What follows belongs to an exercise in optimizing a design on an open flow for small area and a short achievable clock period; a production flow would make more cautious choices.
Only simulation tests tie the RTL to the original design; equivalence was not proved.

Setup of build 7:
==> flow/design.v (excerpt) <==
module servo_top #(
	parameter int ADC_W     = servo_pkg::ADC_W,
	parameter int SIGNAL_W  = servo_pkg::SIGNAL_W,
	parameter int COEF_W    = servo_pkg::COEF_W,
	parameter int COEF_FRAC = servo_pkg::COEF_FRAC,
	parameter int DAC_W     = servo_pkg::DAC_W
) (
	input  logic                          clk1,
	input  logic                          i_rst_n,
	input  logic                          i_wb_cyc,
	input  logic                          i_wb_stb,
	input  logic                          i_wb_we,
	input  logic [servo_pkg::WB_AW-1:0]   i_wb_adr,
	input  logic [servo_pkg::WB_DW-1:0]   i_wb_dat,
	output logic [servo_pkg::WB_DW-1:0]   o_wb_dat,
	output logic                          o_wb_ack,
	input  logic signed [ADC_W-1:0]       i_adc0,
	input  logic signed [ADC_W-1:0]       i_adc1,
	input  logic                          i_sample_valid,
	output logic signed [DAC_W-1:0]       o_dac_word,
	output logic                          o_dac_valid,
	output logic signed [SIGNAL_W-1:0]    o_error,
	output logic [1:0]                    o_afe_gain0,
	output logic [1:0]                    o_afe_gain1
);
	logic                       filt_on0;
	logic                       filt_on1;
	logic signed [COEF_W-1:0]   a1_0;
	logic signed [COEF_W-1:0]   b0_0;
	logic signed [COEF_W-1:0]   b1_0;
	logic signed [COEF_W-1:0]   a1_1;
	logic signed [COEF_W-1:0]   b0_1;
	logic signed [COEF_W-1:0]   b1_1;
	servo_regs #(
		.COEF_W(COEF_W)
	) regs_i (
		.clk1(clk1),
		.i_rst_n(i_rst_n),
		.i_wb_cyc(i_wb_cyc),
  ...
Size: roughly 3100 cells after synthesis, roughly 490 flip-flops, about 150 I/O pins, about 30000 sq um of cells after synthesis.
==> flow/config.mk <==
export PLATFORM = sky130hd
export DESIGN_NAME = servo_top
export DESIGN_NICKNAME = servo_top
export VERILOG_FILES = /design/flow/design.v
export SDC_FILE = /design/flow/constraint.sdc
export NUM_CORES = 4
export LEC_CHECK = 0
export CAP_MARGIN = 20
export CORE_MARGIN = 2
export CORE_UTILIZATION = 40
export SLEW_MARGIN = 20
==> flow/constraint.sdc <==
create_clock -name core_clock -period 16.0 [get_ports {clk1}]
set_input_delay 3.2000 -clock core_clock [delete_from_list [all_inputs] [get_ports {clk1}]]
set_output_delay 3.2000 -clock core_clock [all_outputs]
set_load 0.01 [all_outputs]
standard.sh (not shown) runs the stock make flow with config.mk's settings and CLKGATE_MAP_FILE= SYNTH_SCRIPT=/design/flow/synth_recipe.tcl, a recipe that flattens the netlist after the stock synthesis.
==> flow/flow/run.sh <==
#!/bin/bash
# The standard layout, with port buffers that are plain buffers and timing
# repair that aims for more setup slack than the clock needs. Make's output
# goes to make.log; ORFS keeps each tool's log under orfs/logs.
set -uo pipefail
cd "$(dirname "$0")/.."
bash standard.sh \
  "BUFFER_PORTS_ARGS=-buffer_cell sky130_fd_sc_hd__buf_2" \
  SETUP_SLACK_MARGIN=11.62 CTS_CLUSTER_SIZE=20 CTS_CLUSTER_DIAMETER=150 PLACE_DENSITY=0.9 \
  finish > make.log 2>&1
status=$?
cp -r orfs/logs logs_orfs 2>/dev/null
exit $status
For build 33, these inputs were changed with respect to build 7:
--- a/flow/flow/run.sh
+++ b/flow/flow/run.sh
@@ -9 +9 @@
-  SETUP_SLACK_MARGIN=11.62 CTS_CLUSTER_SIZE=20 CTS_CLUSTER_DIAMETER=150 PLACE_DENSITY=0.9 \
+  SETUP_SLACK_MARGIN=11.62 CTS_CLUSTER_SIZE=20 CTS_CLUSTER_DIAMETER=150 \
Findings:
Build 33 reached the final stage; the timing, design-rule and antenna checks on its layout passed.
Compared with build 7, in build 33 final worst-path setup slack lower; fraction of area in registers roughly the same; worst hold slack higher; number of inserted diodes lower.
For build 33, the path type of the worst setup path was in -> reg, unlike build 7, where it was reg -> out.
Against build 7, clock-buffer cell count in build 33 fell by a few percent.
The placed cell area was comparable across build 7 and build 33.
Looking at total number of cells along the worst setup path, build 33 sits 4 higher than build 7 does.
Relative to build 33, the following input files were edited for build 78:
--- a/flow/flow/run.sh
+++ b/flow/flow/run.sh
@@ -9 +9 @@
-  SETUP_SLACK_MARGIN=11.62 CTS_CLUSTER_SIZE=20 CTS_CLUSTER_DIAMETER=150 \
+  SETUP_SLACK_MARGIN=11.62 CTS_CLUSTER_SIZE=20 CTS_CLUSTER_DIAMETER=150 PLACE_DENSITY=0.8 \
### Flow results
- For build 78 and build 33, there was not a single run that failed to finish clean.
- Changes observed in build 78 relative to build 33: hold slack level; number of nets in the final layout moved down; total wire length moved down; number of setup buffers added after CTS moved down; required arrival time at the worst endpoint moved down.
- As far as CTS clock-pin slew for the worst setup and hold paths is concerned, build 33 and build 78 perform about the same.
- Taking build 33 as the reference, in build 78 final core utilization decreased by 0.28 points relative to the old numbers; worst setup slack rose 0.015 ns; critical path depth saw a decrease.
Modified inputs, build 31 compared to build 78
--- a/flow/flow/run.sh
+++ b/flow/flow/run.sh
@@ -9 +9 @@
-  SETUP_SLACK_MARGIN=11.62 CTS_CLUSTER_SIZE=20 CTS_CLUSTER_DIAMETER=150 PLACE_DENSITY=0.8 \
+  SETUP_SLACK_MARGIN=11.62 CTS_CLUSTER_SIZE=24 CTS_CLUSTER_DIAMETER=150 PLACE_DENSITY=0.8 REMOVE_ABC_BUFFERS=1 \
Looking at total track usage across build 78 and build 31, the one that comes out higher is build 78.
Compared with build 78, build 31 improves design area.
Between build 78 and build 31, area added between synthesis and finish is lower for build 31, build 78 comes in above that.

servo_top, a different RTL version from the one above (not shown whole).
Size: about 3,100 cells after synthesis.
==> flow/design.v (excerpt) <==
module servo_top #(
	parameter int ADC_W     = servo_pkg::ADC_W,
	parameter int SIGNAL_W  = servo_pkg::SIGNAL_W,
	parameter int COEF_W    = servo_pkg::COEF_W,
	parameter int COEF_FRAC = servo_pkg::COEF_FRAC,
	parameter int DAC_W     = servo_pkg::DAC_W
) (
	input  logic                          clk1,
	input  logic                          i_rst_n,
	input  logic                          i_wb_cyc,
	input  logic                          i_wb_stb,
	input  logic                          i_wb_we,
	input  logic [servo_pkg::WB_AW-1:0]   i_wb_adr,
	input  logic [servo_pkg::WB_DW-1:0]   i_wb_dat,
	output logic [servo_pkg::WB_DW-1:0]   o_wb_dat,
	output logic                          o_wb_ack,
	input  logic signed [ADC_W-1:0]       i_adc0,
	input  logic signed [ADC_W-1:0]       i_adc1,
	input  logic                          i_sample_valid,
	output logic signed [DAC_W-1:0]       o_dac_word,
	output logic                          o_dac_valid,
	output logic signed [SIGNAL_W-1:0]    o_error,
	output logic [1:0]                    o_afe_gain0,
	output logic [1:0]                    o_afe_gain1
);
==> flow/config.mk <==
export PLATFORM = sky130hd
export DESIGN_NAME = servo_top
export DESIGN_NICKNAME = servo_top
export VERILOG_FILES = /design/flow/design.v
export SDC_FILE = /design/flow/constraint.sdc
export NUM_CORES = 4
export LEC_CHECK = 0
export CAP_MARGIN = 20
export CORE_MARGIN = 2
export CORE_UTILIZATION = 40
export SLEW_MARGIN = 20
==> flow/constraint.sdc <==
create_clock -name core_clock -period 16.0 [get_ports {clk1}]
set_input_delay 3.2000 -clock core_clock [delete_from_list [all_inputs] [get_ports {clk1}]]
set_output_delay 3.2000 -clock core_clock [all_outputs]
set_load 0.01 [all_outputs]
==> flow/flow/run.sh <==
#!/bin/bash
# The standard layout, with port buffers that are plain buffers and timing
# repair that aims for more setup slack than the clock needs. Make's output
# goes to make.log; ORFS keeps each tool's log under orfs/logs.
set -uo pipefail
cd "$(dirname "$0")/.."
bash standard.sh \
  SETUP_SLACK_MARGIN=11.8 \
  "BUFFER_PORTS_ARGS=-buffer_cell sky130_fd_sc_hd__buf_2" \
  finish > make.log 2>&1
status=$?
cp -r orfs/logs logs_orfs 2>/dev/null
exit $status
The starting point passed the timing, design-rule and antenna checks.
Rerun with:
--- a/flow/flow/run.sh
+++ b/flow/flow/run.sh
@@ -8 +7,0 @@
-  SETUP_SLACK_MARGIN=11.8 \
@@ -9,0 +9 @@
+  SETUP_SLACK_MARGIN=11.8 CTS_CLUSTER_SIZE=20 CTS_CLUSTER_DIAMETER=150 \
What happened: Setup slack gets worse by 15 ps. Via count fell slightly. Area after synthesis does not change. Hold slack gets better by 5.5 ps. Wire length fell slightly. Die area stays the same. Clock skew rose by 29 ps. Synthesized cell count stays the same.

alpha:
Another version of the RTL of servo_top (not shown whole).
For scale: ~3000 cells after synthesis, about 470 flip-flops, ~150 I/O pins, about 30000 um^2 of cells after synthesis.
==> flow/config.mk <==
export PLATFORM = sky130hd
export DESIGN_NAME = servo_top
export DESIGN_NICKNAME = servo_top
export VERILOG_FILES = /design/flow/design.v
export SDC_FILE = /design/flow/constraint.sdc
export NUM_CORES = 4
export LEC_CHECK = 0
export CAP_MARGIN = 20
export CORE_MARGIN = 2
export CORE_UTILIZATION = 40
export SLEW_MARGIN = 20
==> flow/constraint.sdc <==
create_clock -name core_clock -period 16.0 [get_ports {clk1}]
set_input_delay 3.2000 -clock core_clock [delete_from_list [all_inputs] [get_ports {clk1}]]
set_output_delay 3.2000 -clock core_clock [all_outputs]
set_load 0.01 [all_outputs]
==> flow/flow/run.sh <==
#!/bin/bash
# The standard layout (standard.sh: ORFS with the standard synthesis),
# with these changes to how the layout is made:
#  - the port buffers are plain buf_1 cells (upsized by repair where needed),
#  - buffers that synthesis added are removed before placement,
#  - placement packs cells more densely,
#  - clock tree leaf clusters of up to 24 sinks,
#  - timing repair aims for more setup slack than the 16 ns clock needs.
# The SDC (clock period and I/O delays) is the standard flow's, unchanged.
# Make's output goes to make.log; ORFS writes each tool's full log under
# orfs/logs, copied to logs_orfs at the end.
set -uo pipefail
cd "$(dirname "$0")/.."
bash standard.sh \
  "BUFFER_PORTS_ARGS=-buffer_cell sky130_fd_sc_hd__buf_1" \
  REMOVE_ABC_BUFFERS=1 \
  PLACE_DENSITY=0.8 \
  CTS_CLUSTER_SIZE=24 \
  CTS_CLUSTER_DIAMETER=150 \
  SETUP_SLACK_MARGIN=11.62 \
  finish > make.log 2>&1
status=$?
cp -r orfs/logs logs_orfs 2>/dev/null
exit $status
alpha completed every stage of the flow, and the final layout passed the timing, design-rule and antenna checks.
## Diff of input files: beta against alpha
==> flow/flow/run.sh <==
#!/bin/bash
# The standard layout, with port buffers that are plain buffers and timing
# repair that aims for more setup slack than the clock needs. Make's output
# goes to make.log; ORFS keeps each tool's log under orfs/logs.
set -uo pipefail
cd "$(dirname "$0")/.."
bash standard.sh \
  "BUFFER_PORTS_ARGS=-buffer_cell sky130_fd_sc_hd__buf_2" \
  SETUP_SLACK_MARGIN=11.62 CTS_CLUSTER_SIZE=24 CTS_CLUSTER_DIAMETER=150 PLACE_DENSITY=0.8 REMOVE_ABC_BUFFERS=1 "BUFFER_PORTS_ARGS=-buffer_cell sky130_fd_sc_hd__buf_1" \
  finish > make.log 2>&1
status=$?
cp -r orfs/logs logs_orfs 2>/dev/null
exit $status
==> run notes <==
beta -> alpha: starting utilization of the core area delta 0, exact match. Share of synthesized area occupied by flip-flops and latches came out exactly the same in beta and alpha. From alpha to beta, global-route usage did not move at all. On sequential cell count, beta and alpha are basically level. Maximum fanout encountered on the critical timing path: beta vs alpha, no meaningful difference.
Input changes introduced in gamma (baseline for comparison: beta):
==> flow/flow/run.sh <==
#!/bin/bash
# The standard layout (standard.sh: ORFS with the standard synthesis),
# with these changes to how the layout is made:
#  - the port buffers are plain buf_1 cells (upsized by repair where needed),
#  - buffers that synthesis added are removed before placement,
#  - placement packs cells more densely,
#  - clock tree leaf clusters of up to 24 sinks,
#  - timing repair aims for more setup slack than the 16 ns clock needs.
# The SDC (clock period and I/O delays) is the standard flow's, unchanged.
# Make's output goes to make.log; ORFS writes each tool's full log under
# orfs/logs, copied to logs_orfs at the end.
set -uo pipefail
cd "$(dirname "$0")/.."
bash standard.sh \
  "BUFFER_PORTS_ARGS=-buffer_cell sky130_fd_sc_hd__buf_1" \
  REMOVE_ABC_BUFFERS=1 \
  PLACE_DENSITY=0.8 \
  "CTS_ARGS=-sink_clustering_enable -repair_clock_nets -sink_clustering_size 16 -sink_clustering_max_diameter 150 -sink_clustering_buffer sky130_fd_sc_hd__clkbuf_8" \
  SETUP_SLACK_MARGIN=11.62 \
  finish > make.log 2>&1
status=$?
cp -r orfs/logs logs_orfs 2>/dev/null
exit $status
[summary]
Run comparison: gamma startpoint of the worst setup timing path i_wb_adr[0]; beta startpoint of the worst setup timing path iir0_i.sb[13]
Of the two values seen for cell with the largest stage delay on the worst path, sky130_fd_sc_hd__a221oi_1 was produced by gamma and sky130_fd_sc_hd__dfxtp_1 by beta.
Required arrival time at the worst endpoint in gamma is 3.57 ns above beta.
diff inputs: gamma => delta
==> flow/flow/run.sh <==
#!/bin/bash
# The standard layout, with port buffers that are plain buffers and timing
# repair that aims for more setup slack than the clock needs. Make's output
# goes to make.log; ORFS keeps each tool's log under orfs/logs.
set -uo pipefail
cd "$(dirname "$0")/.."
bash standard.sh \
  "BUFFER_PORTS_ARGS=-buffer_cell sky130_fd_sc_hd__buf_2" \
  SETUP_SLACK_MARGIN=11.62 CTS_CLUSTER_SIZE=24 CTS_CLUSTER_DIAMETER=150 PLACE_DENSITY=0.8 REMOVE_ABC_BUFFERS=1 \
  finish > make.log 2>&1
status=$?
cp -r orfs/logs logs_orfs 2>/dev/null
exit $status
## What came out
- delta vs. gamma: pre-CTS worst setup slack went up; routed wire length went down; synthesis-to-layout area growth went up; routed length on met3 went down; number of H-tree levels went down.
- Compare gamma and delta | non-clock buffer count in the final layout lower: delta
- Against gamma, delta reports a final weighted congestion of routability-driven global placement that is lower.
- Diff gamma -> delta: count of multi-input combinational gates held steady, area of all placed cells without fillers rose 0.34%, iteration count of the initial detailed-routing pass higher.

-- static timing again, ports no longer ideal --
The flow's constraints put no driver on any port. The routed layouts listed below were extracted and timed again, unchanged, in two steps.
Step 1 assumes that a clkbuf_16 drives the clock port and a buf_2 every other input.
Step 2 adds t to the input delays and takes it off the output delays; t is the mean of the earliest and latest rising clock arrival at the registers after step 1. Input paths then give back, and output paths get back, about the clock's delay inside the block.
a / b / c = ideal ports / drivers / drivers and shift; a / b = the first two.
| run | t (ns) | setup slack, ns | cell pins on the clock port's net |
|---|---|---|---|
| build 7 | 0.677 | 11.524 / 11.464 / 10.934 | 1 |
| build 33 | 0.676 | 11.516 / 11.473 / 10.810 | 1 |
| build 78 | 0.673 | 11.531 / 11.473 / 10.926 | 1 |
| build 31 | 0.661 | 11.538 / 11.476 / 10.937 | 1 |
| the first run of note 2 | 0.697 | 11.563 / 11.498 / 11.136 | 1 |
| the second run of note 2 | 0.683 | 11.548 / 11.487 / 11.154 | 1 |
| alpha | 0.635 | 11.614 / 11.554 / 11.078 | 1 |
| beta | 0.635 | 11.614 / 11.554 / 11.078 | 1 |
| gamma | 0.611 | 11.600 / 11.578 / 11.024 | 1 |
| delta | 0.625 | 11.637 / 11.579 / 11.084 | 1 |
After both steps every run listed still meets setup and hold. For build 33, which loses most, drivers alone change the setup slack by -0.043 ns; drivers and shift together by -0.706 ns.
